Context: an optimization exercise on an open-source flow, tuned for small area. The choices shown serve that exercise and are no tape-out recipe. Function was checked by simulation only, so behaviour that the tests miss may differ from the original.

==> inputs of onyx <==
// cnn_accel_top
module cnn_accel_top (
	input  wire                clk,
	input  wire                rstn,
	input  wire                sl_hsel_i,
	input  wire                sl_hready_i,
	input  wire         [1:0]  sl_htrans_i,
	input  wire                sl_hwrite_i,
	input  wire         [31:0] sl_haddr_i,
	input  wire         [31:0] sl_hwdata_i,
	output logic        [31:0] sl_hrdata_o,
	output cnn_pkg::pix_t      out_pixel_o,
	output logic               out_valid_o
);
==> module window_fetch, before the edit <==
module window_fetch (
	input  wire                clk,
	input  wire                img_we_i,
	input  wire                xfer_i,
	input  wire [31:0]         haddr_i,
	input  wire cnn_pkg::pix_t img_data_i,
	input  wire cnn_pkg::dim_t width_i,
	input  wire cnn_pkg::dim_t height_i,
	input  wire [4:0]          v_i,
	output logic [cnn_pkg::N_TAPS-1:0][cnn_pkg::PIX_BITS-1:0] taps_o
);
	cnn_pkg::pix_t img_mem [cnn_pkg::FRAME_MAX];
	logic       rd_load;
	logic       rd_run;
	cnn_pkg::idx_t addr_q;
	logic [3:0] b_idx;
	logic       sel_b_q;
	cnn_pkg::pix_t a_rd;
	cnn_pkg::pix_t b_rd;
	cnn_pkg::pix_t m_in;
	logic [3:0] wm1;
	cnn_pkg::pix_t wt [3];
	cnn_pkg::pix_t wm [3];
	cnn_pkg::pix_t wb [3];
	cnn_pkg::pix_t lb [3:15];
	cnn_pkg::pix_t lm [3:15];
	cnn_pkg::pix_t tap_b [16];
	cnn_pkg::pix_t tap_m [16];
	logic [3:0] row_q;
	logic [3:0] col_q;
	logic       first_row;
	logic       last_row;
	logic       first_col;
	logic       last_col;
	assign rd_load = v_i[0] && !v_i[1];
	assign rd_run  = v_i[1] || v_i[2];
	assign wm1     = 4'(width_i - 5'd1);
	always_ff @(posedge clk) begin
		if (rd_load) begin
			addr_q <= cnn_pkg::idx_t'(width_i);
		end else if (rd_run) begin
			addr_q <= addr_q + 8'd1;
		end else if (xfer_i) begin
			addr_q <= haddr_i[6 +: cnn_pkg::IDX_BITS];
		end
	end
	always_ff @(posedge clk) begin
		if (img_we_i) begin
			img_mem[addr_q] <= img_data_i;
		end
	end
	assign b_idx = addr_q[3:0] - width_i[3:0];
	always_ff @(posedge clk) begin
		if (rd_load) begin
			sel_b_q <= 1'b1;
		end else if (b_idx == wm1) begin
			sel_b_q <= 1'b0;
		end
	end
	assign a_rd = img_mem[addr_q];
	assign b_rd = img_mem[{4'd0, b_idx}];
	always_comb begin
		tap_b[0] = wb[2];
		tap_b[1] = wb[1];
		tap_b[2] = wb[0];
		tap_m[0] = wm[2];
		tap_m[1] = wm[1];
		tap_m[2] = wm[0];
		for (int d = 3; d < 16; d++) begin
			tap_b[d] = lb[d];
			tap_m[d] = lm[d];
		end
	end
	assign m_in = sel_b_q ? b_rd : tap_b[wm1];
	always_ff @(posedge clk) begin
		wb[2] <= a_rd;
		wb[1] <= wb[2];
		wb[0] <= wb[1];
		wm[2] <= m_in;
		wm[1] <= wm[2];
		wm[0] <= wm[1];
		wt[2] <= tap_m[wm1];
		wt[1] <= wt[2];
		wt[0] <= wt[1];
		lb[3] <= wb[0];
		lm[3] <= wm[0];
		for (int d = 4; d < 16; d++) begin
			lb[d] <= lb[d-1];
			lm[d] <= lm[d-1];
		end
	end
	logic at_eol;
	assign at_eol = (col_q == wm1);
	always_ff @(posedge clk) begin
		if (!v_i[2]) begin
			row_q <= '0;
			col_q <= '0;
		end else if (at_eol) begin
			col_q <= '0;
			row_q <= row_q + 4'd1;
		end else begin
			col_q <= col_q + 4'd1;
		end
		first_row <= (row_q == 4'd0);
		last_row  <= (row_q == 4'(height_i - 5'd1));
		first_col <= (col_q == 4'd0);
		last_col  <= at_eol;
	end
	always_comb begin
		taps_o[0] = (first_row || first_col) ? '0 : wt[0];
		taps_o[1] = first_row                ? '0 : wt[1];
		taps_o[2] = (first_row || last_col)  ? '0 : wt[2];
		taps_o[3] = first_col                ? '0 : wm[0];
		taps_o[4] = wm[1];
		taps_o[5] = last_col                 ? '0 : wm[2];
		taps_o[6] = (last_row || first_col)  ? '0 : wb[0];
		taps_o[7] = last_row                 ? '0 : wb[1];
		taps_o[8] = (last_row || last_col)   ? '0 : wb[2];
	end
endmodule
export LEC_CHECK = 0
export CAP_MARGIN = 20
export CORE_MARGIN = 2
export CORE_UTILIZATION = 70
export CTS_BUF_LIST = sky130_fd_sc_hd__clkbuf_8
export SLEW_MARGIN = 20
create_clock -name core_clock -period 10.0 [get_ports {clk}]
run.sh (not shown) runs the stock make flow with config.mk's settings and CLKGATE_MAP_FILE= SYNTH_SCRIPT=/design/flow/synth_recipe.tcl, a recipe that flattens the netlist after the stock synthesis.
==> inputs of juniper, as changes to onyx <==
--- a/flow/design.v
+++ b/flow/design.v
@@ -227,11 +227,29 @@
 			sel_b_q <= 1'b1;
 		end else if (b_idx == wm1) begin
 			sel_b_q <= 1'b0;
 		end
 	end
-	assign a_rd = img_mem[addr_q];
+	logic [15:0] sel_lo;
+	logic [15:0] sel_hi;
+	cnn_pkg::pix_t grp_rd [16];
+	always_comb begin
+		for (int k = 0; k < 16; k++) begin
+			sel_lo[k] = (addr_q[3:0] == 4'(k));
+			sel_hi[k] = (addr_q[7:4] == 4'(k));
+		end
+		for (int g = 0; g < 16; g++) begin
+			grp_rd[g] = '0;
+			for (int k = 0; k < 16; k++) begin
+				grp_rd[g] = grp_rd[g] | (img_mem[16*g + k] & {8{sel_lo[k]}});
+			end
+		end
+		a_rd = '0;
+		for (int g = 0; g < 16; g++) begin
+			a_rd = a_rd | (grp_rd[g] & {8{sel_hi[g]}});
+		end
+	end
 	assign b_rd = img_mem[{4'd0, b_idx}];
 	always_comb begin
 		tap_b[0] = wb[2];
 		tap_b[1] = wb[1];
 		tap_b[2] = wb[0];
==> flow/flow/run.sh (new file) <==
#!/bin/bash
# Own layout flow: the standard ORFS flow (same config, same make targets), with
# two changes:
#  - the final ABC technology mapping in synthesis uses an area-oriented script
#    (flow/abc_area.script). Flip-flops are mapped by dfflibmap before ABC runs, so the
#    registers (names, count, cell types) are those of the standard synthesis.
#  - extra ORFS variables from flow/knobs.mk, if present, are passed to make.
# Each tool's output goes to a log file in this folder; ORFS keeps its per-step logs
# under orfs/logs.
set -euo pipefail
W=$(pwd)
F=$W/flow
RES=$W/orfs/results/${FLOW_PLATFORM:-sky130hd}/cnn_accel_top/base

# the synthesis script: synth_recipe.tcl with the abc command redirected
{
  head -n 1 synth_recipe.tcl
  cat "$F/abc_override.tcl"
  tail -n +2 synth_recipe.tcl
} > "$W/own_synth.tcl"
export OWN_ABC_SCRIPT="$F/abc_area.script"

KNOBS=()
if [[ -f "$F/knobs.txt" ]]; then
  while IFS= read -r line; do
    [[ -z "$line" || "$line" == \#* ]] && continue
    KNOBS+=("$line")
  done < "$F/knobs.txt"
fi

make -C "$FLOW_HOME" DESIGN_CONFIG="$W/config.mk" WORK_HOME="$W/orfs" CLKGATE_MAP_FILE= \
  SYNTH_SCRIPT="$W/own_synth.tcl" "${KNOBS[@]}" finish > "$W/make_finish.log" 2>&1

: # left out here: write the final layout as DEF
==> flow/flow/abc_area.script (new file) <==
&get -n
&st
&dch
&nf -R 1000
&put
topo
stime -c
==> flow/flow/abc_override.tcl (new file) <==
# Route the final abc call to the area-oriented script; every other argument
# (liberty, dont_use list, constraints, delay target) is kept.
proc abc {args} {
  set i [lsearch -exact $args -script]
  if { $i >= 0 } { set args [lreplace $args $i [expr {$i + 1}]] }
  yosys abc -script $::env(OWN_ABC_SCRIPT) {*}$args
}
==> flow/flow/knobs.txt (new file) <==
# extra ORFS make variables, one per line
CTS_ARGS=-sink_clustering_enable -repair_clock_nets -dont_use_dummy_load -buf_list sky130_fd_sc_hd__clkbuf_8
==> flow/standard.sh (new file) <==
#!/bin/bash
# synth_recipe.tcl (not shown) runs the flow's synth.tcl, then flattens the netlist and writes it again
# the make line also repeats each setting of config.mk as NAME=value (left out here)
make -C /OpenROAD-flow-scripts/flow DESIGN_CONFIG=/design/flow/config.mk WORK_HOME=/design/flow/orfs CLKGATE_MAP_FILE= SYNTH_SCRIPT=/design/flow/synth_recipe.tcl "${@:-finish}"
removed: flow/run.sh
==> inputs of cedar, as changes to onyx <==
--- a/flow/design.v
+++ b/flow/design.v
@@ -54,11 +54,11 @@
 	output cnn_pkg::dim_t                         width_o,
 	output cnn_pkg::dim_t                         height_o,
 	output cnn_pkg::act_e                         act_o,
 	output logic        [2:0]                     act_shift_o,
 	output logic signed [cnn_pkg::BIAS_BITS-1:0]  bias_o,
-	output logic [cnn_pkg::N_TAPS-1:0][cnn_pkg::W_BITS-1:0] weights_o
+	output logic [cnn_pkg::N_TAPS-1:0][cnn_pkg::W_BITS-1:0] weights_n_o
 );
 	logic [3:0] reg_sel_q;
 	logic       wr_q;
 	logic       done_q;
 	assign xfer_o = sl_hsel_i && sl_hready_i && sl_htrans_i[1];
@@ -79,11 +79,11 @@
 			width_o     <= cnn_pkg::dim_t'(cnn_pkg::DEF_DIM);
 			height_o    <= cnn_pkg::dim_t'(cnn_pkg::DEF_DIM);
 			act_o       <= cnn_pkg::ACT_RELU;
 			act_shift_o <= '0;
 			bias_o      <= '0;
-			weights_o   <= '0;
+			weights_n_o <= '1;
 		end else if (wr_q) begin
 			case (reg_sel_q)
 				cnn_pkg::REG_WIDTH_HEIGHT: begin
 					width_o  <= sl_hwdata_i[0 +: cnn_pkg::DIM_BITS];
 					height_o <= sl_hwdata_i[16 +: cnn_pkg::DIM_BITS];
@@ -91,13 +91,13 @@
 				cnn_pkg::REG_LAYER_CONFIG: begin
 					act_o       <= cnn_pkg::act_e'(sl_hwdata_i[3]);
 					act_shift_o <= sl_hwdata_i[15:13];
 				end
 				cnn_pkg::REG_BIAS:     bias_o <= sl_hwdata_i[cnn_pkg::BIAS_BITS-1:0];
-				cnn_pkg::REG_WEIGHTS0: weights_o[3:0] <= sl_hwdata_i;
-				cnn_pkg::REG_WEIGHTS1: weights_o[7:4] <= sl_hwdata_i;
-				cnn_pkg::REG_WEIGHTS2: weights_o[8]   <= sl_hwdata_i[cnn_pkg::W_BITS-1:0];
+				cnn_pkg::REG_WEIGHTS0: weights_n_o[3:0] <= ~sl_hwdata_i;
+				cnn_pkg::REG_WEIGHTS1: weights_n_o[7:4] <= ~sl_hwdata_i;
+				cnn_pkg::REG_WEIGHTS2: weights_n_o[8]   <= ~sl_hwdata_i[cnn_pkg::W_BITS-1:0];
 				default: ;
 			endcase
 		end
 	end
 	assign start_o  = wr_q && (reg_sel_q == cnn_pkg::REG_LAYER_START) && sl_hwdata_i[0];
@@ -115,13 +115,13 @@
 		case (reg_sel_q)
 			cnn_pkg::REG_WIDTH_HEIGHT: sl_hrdata_o = {11'd0, height_o, 11'd0, width_o};
 			cnn_pkg::REG_LAYER_CONFIG: sl_hrdata_o = {16'd0, act_shift_o, 9'd0, act_o, 3'd0};
 			cnn_pkg::REG_LAYER_DONE:   sl_hrdata_o = {31'd0, done_q};
 			cnn_pkg::REG_BIAS:         sl_hrdata_o = {16'd0, bias_o};
-			cnn_pkg::REG_WEIGHTS0:     sl_hrdata_o = weights_o[3:0];
-			cnn_pkg::REG_WEIGHTS1:     sl_hrdata_o = weights_o[7:4];
-			cnn_pkg::REG_WEIGHTS2:     sl_hrdata_o = {24'd0, weights_o[8]};
+			cnn_pkg::REG_WEIGHTS0:     sl_hrdata_o = ~weights_n_o[3:0];
+			cnn_pkg::REG_WEIGHTS1:     sl_hrdata_o = ~weights_n_o[7:4];
+			cnn_pkg::REG_WEIGHTS2:     sl_hrdata_o = {24'd0, ~weights_n_o[8]};
 			default:                   sl_hrdata_o = 32'd0;
 		endcase
 	end
 endmodule
 `default_nettype wire
@@ -177,11 +177,11 @@
 	input  wire [31:0]         haddr_i,
 	input  wire cnn_pkg::pix_t img_data_i,
 	input  wire cnn_pkg::dim_t width_i,
 	input  wire cnn_pkg::dim_t height_i,
 	input  wire [4:0]          v_i,
-	output logic [cnn_pkg::N_TAPS-1:0][cnn_pkg::PIX_BITS-1:0] taps_o
+	output logic [cnn_pkg::N_TAPS-1:0][cnn_pkg::PIX_BITS-1:0] taps_n_o
 );
 	cnn_pkg::pix_t img_mem [cnn_pkg::FRAME_MAX];
 	logic       rd_load;
 	logic       rd_run;
 	cnn_pkg::idx_t addr_q;
@@ -216,22 +216,40 @@
 			addr_q <= haddr_i[6 +: cnn_pkg::IDX_BITS];
 		end
 	end
 	always_ff @(posedge clk) begin
 		if (img_we_i) begin
-			img_mem[addr_q] <= img_data_i;
+			img_mem[addr_q] <= ~img_data_i;
 		end
 	end
 	assign b_idx = addr_q[3:0] - width_i[3:0];
 	always_ff @(posedge clk) begin
 		if (rd_load) begin
 			sel_b_q <= 1'b1;
 		end else if (b_idx == wm1) begin
 			sel_b_q <= 1'b0;
 		end
 	end
-	assign a_rd = img_mem[addr_q];
+	logic [15:0] sel_lo;
+	logic [15:0] sel_hi;
+	cnn_pkg::pix_t grp_rd [16];
+	always_comb begin
+		for (int k = 0; k < 16; k++) begin
+			sel_lo[k] = (addr_q[3:0] == 4'(k));
+			sel_hi[k] = (addr_q[7:4] == 4'(k));
+		end
+		for (int g = 0; g < 16; g++) begin
+			grp_rd[g] = '0;
+			for (int k = 0; k < 16; k++) begin
+				grp_rd[g] = grp_rd[g] | (img_mem[16*g + k] & {8{sel_lo[k]}});
+			end
+		end
+		a_rd = '0;
+		for (int g = 0; g < 16; g++) begin
+			a_rd = a_rd | (grp_rd[g] & {8{sel_hi[g]}});
+		end
+	end
 	assign b_rd = img_mem[{4'd0, b_idx}];
 	always_comb begin
 		tap_b[0] = wb[2];
 		tap_b[1] = wb[1];
 		tap_b[2] = wb[0];
@@ -277,30 +295,34 @@
 		last_row  <= (row_q == 4'(height_i - 5'd1));
 		first_col <= (col_q == 4'd0);
 		last_col  <= at_eol;
 	end
 	always_comb begin
-		taps_o[0] = (first_row || first_col) ? '0 : wt[0];
-		taps_o[1] = first_row                ? '0 : wt[1];
-		taps_o[2] = (first_row || last_col)  ? '0 : wt[2];
-		taps_o[3] = first_col                ? '0 : wm[0];
-		taps_o[4] = wm[1];
-		taps_o[5] = last_col                 ? '0 : wm[2];
-		taps_o[6] = (last_row || first_col)  ? '0 : wb[0];
-		taps_o[7] = last_row                 ? '0 : wb[1];
-		taps_o[8] = (last_row || last_col)   ? '0 : wb[2];
+		taps_n_o[0] = (first_row || first_col) ? '1 : wt[0];
+		taps_n_o[1] = first_row                ? '1 : wt[1];
+		taps_n_o[2] = (first_row || last_col)  ? '1 : wt[2];
+		taps_n_o[3] = first_col                ? '1 : wm[0];
+		taps_n_o[4] = wm[1];
+		taps_n_o[5] = last_col                 ? '1 : wm[2];
+		taps_n_o[6] = (last_row || first_col)  ? '1 : wb[0];
+		taps_n_o[7] = last_row                 ? '1 : wb[1];
+		taps_n_o[8] = (last_row || last_col)   ? '1 : wb[2];
 	end
 endmodule
 `default_nettype wire
 `timescale 1ns/1ps
 `default_nettype none
 module mac_array (
-	input  wire [cnn_pkg::N_TAPS-1:0][cnn_pkg::PIX_BITS-1:0] taps_i,
-	input  wire [cnn_pkg::N_TAPS-1:0][cnn_pkg::W_BITS-1:0]   weights_i,
+	input  wire [cnn_pkg::N_TAPS-1:0][cnn_pkg::PIX_BITS-1:0] taps_n_i,
+	input  wire [cnn_pkg::N_TAPS-1:0][cnn_pkg::W_BITS-1:0]   weights_n_i,
 	input  wire signed [cnn_pkg::BIAS_BITS-1:0]              bias_i,
 	output logic signed [cnn_pkg::ACC_BITS-1:0]              acc_o
 );
+	logic [cnn_pkg::N_TAPS-1:0][cnn_pkg::PIX_BITS-1:0] taps_i;
+	logic [cnn_pkg::N_TAPS-1:0][cnn_pkg::W_BITS-1:0]   weights_i;
+	assign taps_i    = ~taps_n_i;
+	assign weights_i = ~weights_n_i;
 	logic pp0_0_0;
 	logic pp0_0_1;
 	logic pp0_0_2;
 	logic pp0_0_3;
 	logic pp0_0_4;
@@ -4995,13 +5017,13 @@
 	cnn_pkg::dim_t         width;
 	cnn_pkg::dim_t         height;
 	cnn_pkg::act_e         act;
 	logic [2:0]            act_shift;
 	logic signed [cnn_pkg::BIAS_BITS-1:0] bias;
-	logic [cnn_pkg::N_TAPS-1:0][cnn_pkg::W_BITS-1:0] weights;
+	logic [cnn_pkg::N_TAPS-1:0][cnn_pkg::W_BITS-1:0] weights_n;
 	logic [4:0]            v;
-	logic [cnn_pkg::N_TAPS-1:0][cnn_pkg::PIX_BITS-1:0] taps;
+	logic [cnn_pkg::N_TAPS-1:0][cnn_pkg::PIX_BITS-1:0] taps_n;
 	logic signed [cnn_pkg::ACC_BITS-1:0] acc;
 	logic                  done_set;
 	assign out_valid_o = v[4];
 	assign done_set    = v[4] && !v[3];
 	cnn_reg_bank u_reg_bank (
@@ -5021,11 +5043,11 @@
 		.width_o     (width),
 		.height_o    (height),
 		.act_o       (act),
 		.act_shift_o (act_shift),
 		.bias_o      (bias),
-		.weights_o   (weights)
+		.weights_n_o (weights_n)
 	);
 	frame_sequencer u_seq (
 		.clk      (clk),
 		.rstn     (rstn),
 		.start_i  (start),
@@ -5040,17 +5062,17 @@
 		.haddr_i    (sl_haddr_i),
 		.img_data_i (sl_hwdata_i[cnn_pkg::PIX_BITS-1:0]),
 		.width_i    (width),
 		.height_i   (height),
 		.v_i        (v),
-		.taps_o     (taps)
+		.taps_n_o   (taps_n)
 	);
 	mac_array u_mac (
-		.taps_i    (taps),
-		.weights_i (weights),
-		.bias_i    (bias),
-		.acc_o     (acc)
+		.taps_n_i    (taps_n),
+		.weights_n_i (weights_n),
+		.bias_i      (bias),
+		.acc_o       (acc)
 	);
 	post_proc u_post (
 		.clk         (clk),
 		.acc_i       (acc),
 		.act_i       (act),
==> flow/flow/run.sh (new file) <==
#!/bin/bash
# Own layout flow: the standard ORFS flow (same config, same make targets), with
# two changes:
#  - the final ABC technology mapping in synthesis uses an area-oriented script
#    (flow/abc_area.script). Flip-flops are mapped by dfflibmap before ABC runs, so the
#    registers (names, count, cell types) are those of the standard synthesis.
#  - extra ORFS variables from flow/knobs.mk, if present, are passed to make.
# Each tool's output goes to a log file in this folder; ORFS keeps its per-step logs
# under orfs/logs.
set -euo pipefail
W=$(pwd)
F=$W/flow
RES=$W/orfs/results/${FLOW_PLATFORM:-sky130hd}/cnn_accel_top/base

# the synthesis script: synth_recipe.tcl with the abc command redirected
{
  head -n 1 synth_recipe.tcl
  cat "$F/abc_override.tcl"
  tail -n +2 synth_recipe.tcl
} > "$W/own_synth.tcl"
export OWN_ABC_SCRIPT="$F/abc_area.script"

KNOBS=()
if [[ -f "$F/knobs.txt" ]]; then
  while IFS= read -r line; do
    [[ -z "$line" || "$line" == \#* ]] && continue
    KNOBS+=("$line")
  done < "$F/knobs.txt"
fi

make -C "$FLOW_HOME" DESIGN_CONFIG="$W/config.mk" WORK_HOME="$W/orfs" CLKGATE_MAP_FILE= \
  SYNTH_SCRIPT="$W/own_synth.tcl" "${KNOBS[@]}" finish > "$W/make_finish.log" 2>&1

: # left out here: write the final layout as DEF
==> flow/flow/abc_area.script (new file) <==
&get -n
&st
&dch
&nf -R 1000
&put
topo
stime -c
==> flow/flow/abc_override.tcl (new file) <==
# Route the final abc call to the area-oriented script; every other argument
# (liberty, dont_use list, constraints, delay target) is kept.
proc abc {args} {
  set i [lsearch -exact $args -script]
  if { $i >= 0 } { set args [lreplace $args $i [expr {$i + 1}]] }
  yosys abc -script $::env(OWN_ABC_SCRIPT) {*}$args
}
==> flow/flow/knobs.txt (new file) <==
CTS_ARGS=-sink_clustering_enable -repair_clock_nets -dont_use_dummy_load -buf_list sky130_fd_sc_hd__clkbuf_4 -sink_clustering_size 9 -sink_clustering_max_diameter 40
BUFFER_PORTS_ARGS=-buffer_cell sky130_fd_sc_hd__buf_1
==> flow/standard.sh (new file) <==
#!/bin/bash
# synth_recipe.tcl (not shown) runs the flow's synth.tcl, then flattens the netlist and writes it again
# the make line also repeats each setting of config.mk as NAME=value (left out here)
make -C /OpenROAD-flow-scripts/flow DESIGN_CONFIG=/design/flow/config.mk WORK_HOME=/design/flow/orfs CLKGATE_MAP_FILE= SYNTH_SCRIPT=/design/flow/synth_recipe.tcl "${@:-finish}"
removed: flow/run.sh
==> qor summary <==
item	juniper	cedar	onyx
Run status	complete, no violations	complete, no violations	complete, no violations
Portion of netlist area occupied by mux cells	1.84%	1.03%	14.3%
Highest clock rate	112 MHz	111 MHz	113 MHz
Detailed-routed wire length on met2	144000 microns	134000 microns	149000 microns
Clock buffer cells	390	346	416
Metal1 wirelength	104000 microns	104000 microns	106000 microns
Routed wl met3	36000 microns	41300 microns	32500 microns
Router iterations before antenna repair	13	10	8
Width of the die	390 microns	388 microns	403 microns
Area delta synth->final	9.44%	6.25%	9.17%
Post-place instance area	109000 sq um	107000 sq um	114000 sq um
N_taps	1930	1917	2072
Setup slack of the worst register-to-register path	1.06 ns	1.0 ns	1.16 ns

[what the ideal ports hide]
No port has a modelled driver above. Below, the same layouts with a new extraction and two added sets of constraints. Step 1 assumes that a clkbuf_16 drives the clock port and a buf_2 every other input. Step 2 also shifts input and output timing later by t, the mid clock arrival at the registers, as if the neighbouring blocks saw the same clock. Three values: ideal ports, drivers, drivers and shift; two values: the first two.
run	shift t [ns]	slack for setup (ns)	worst setup path at the end	worst slew at a driven data input, ns	cell pins on the clock port's net
onyx	1.123	1.158 / 1.158 / 1.158	register to register	0.05	1
juniper	1.123	1.063 / 1.063 / 1.063	register to register	0.07	1
cedar	1.386	0.996 / 0.996 / 0.996	register to register	0.09	1
After both steps every run listed still meets setup and hold.
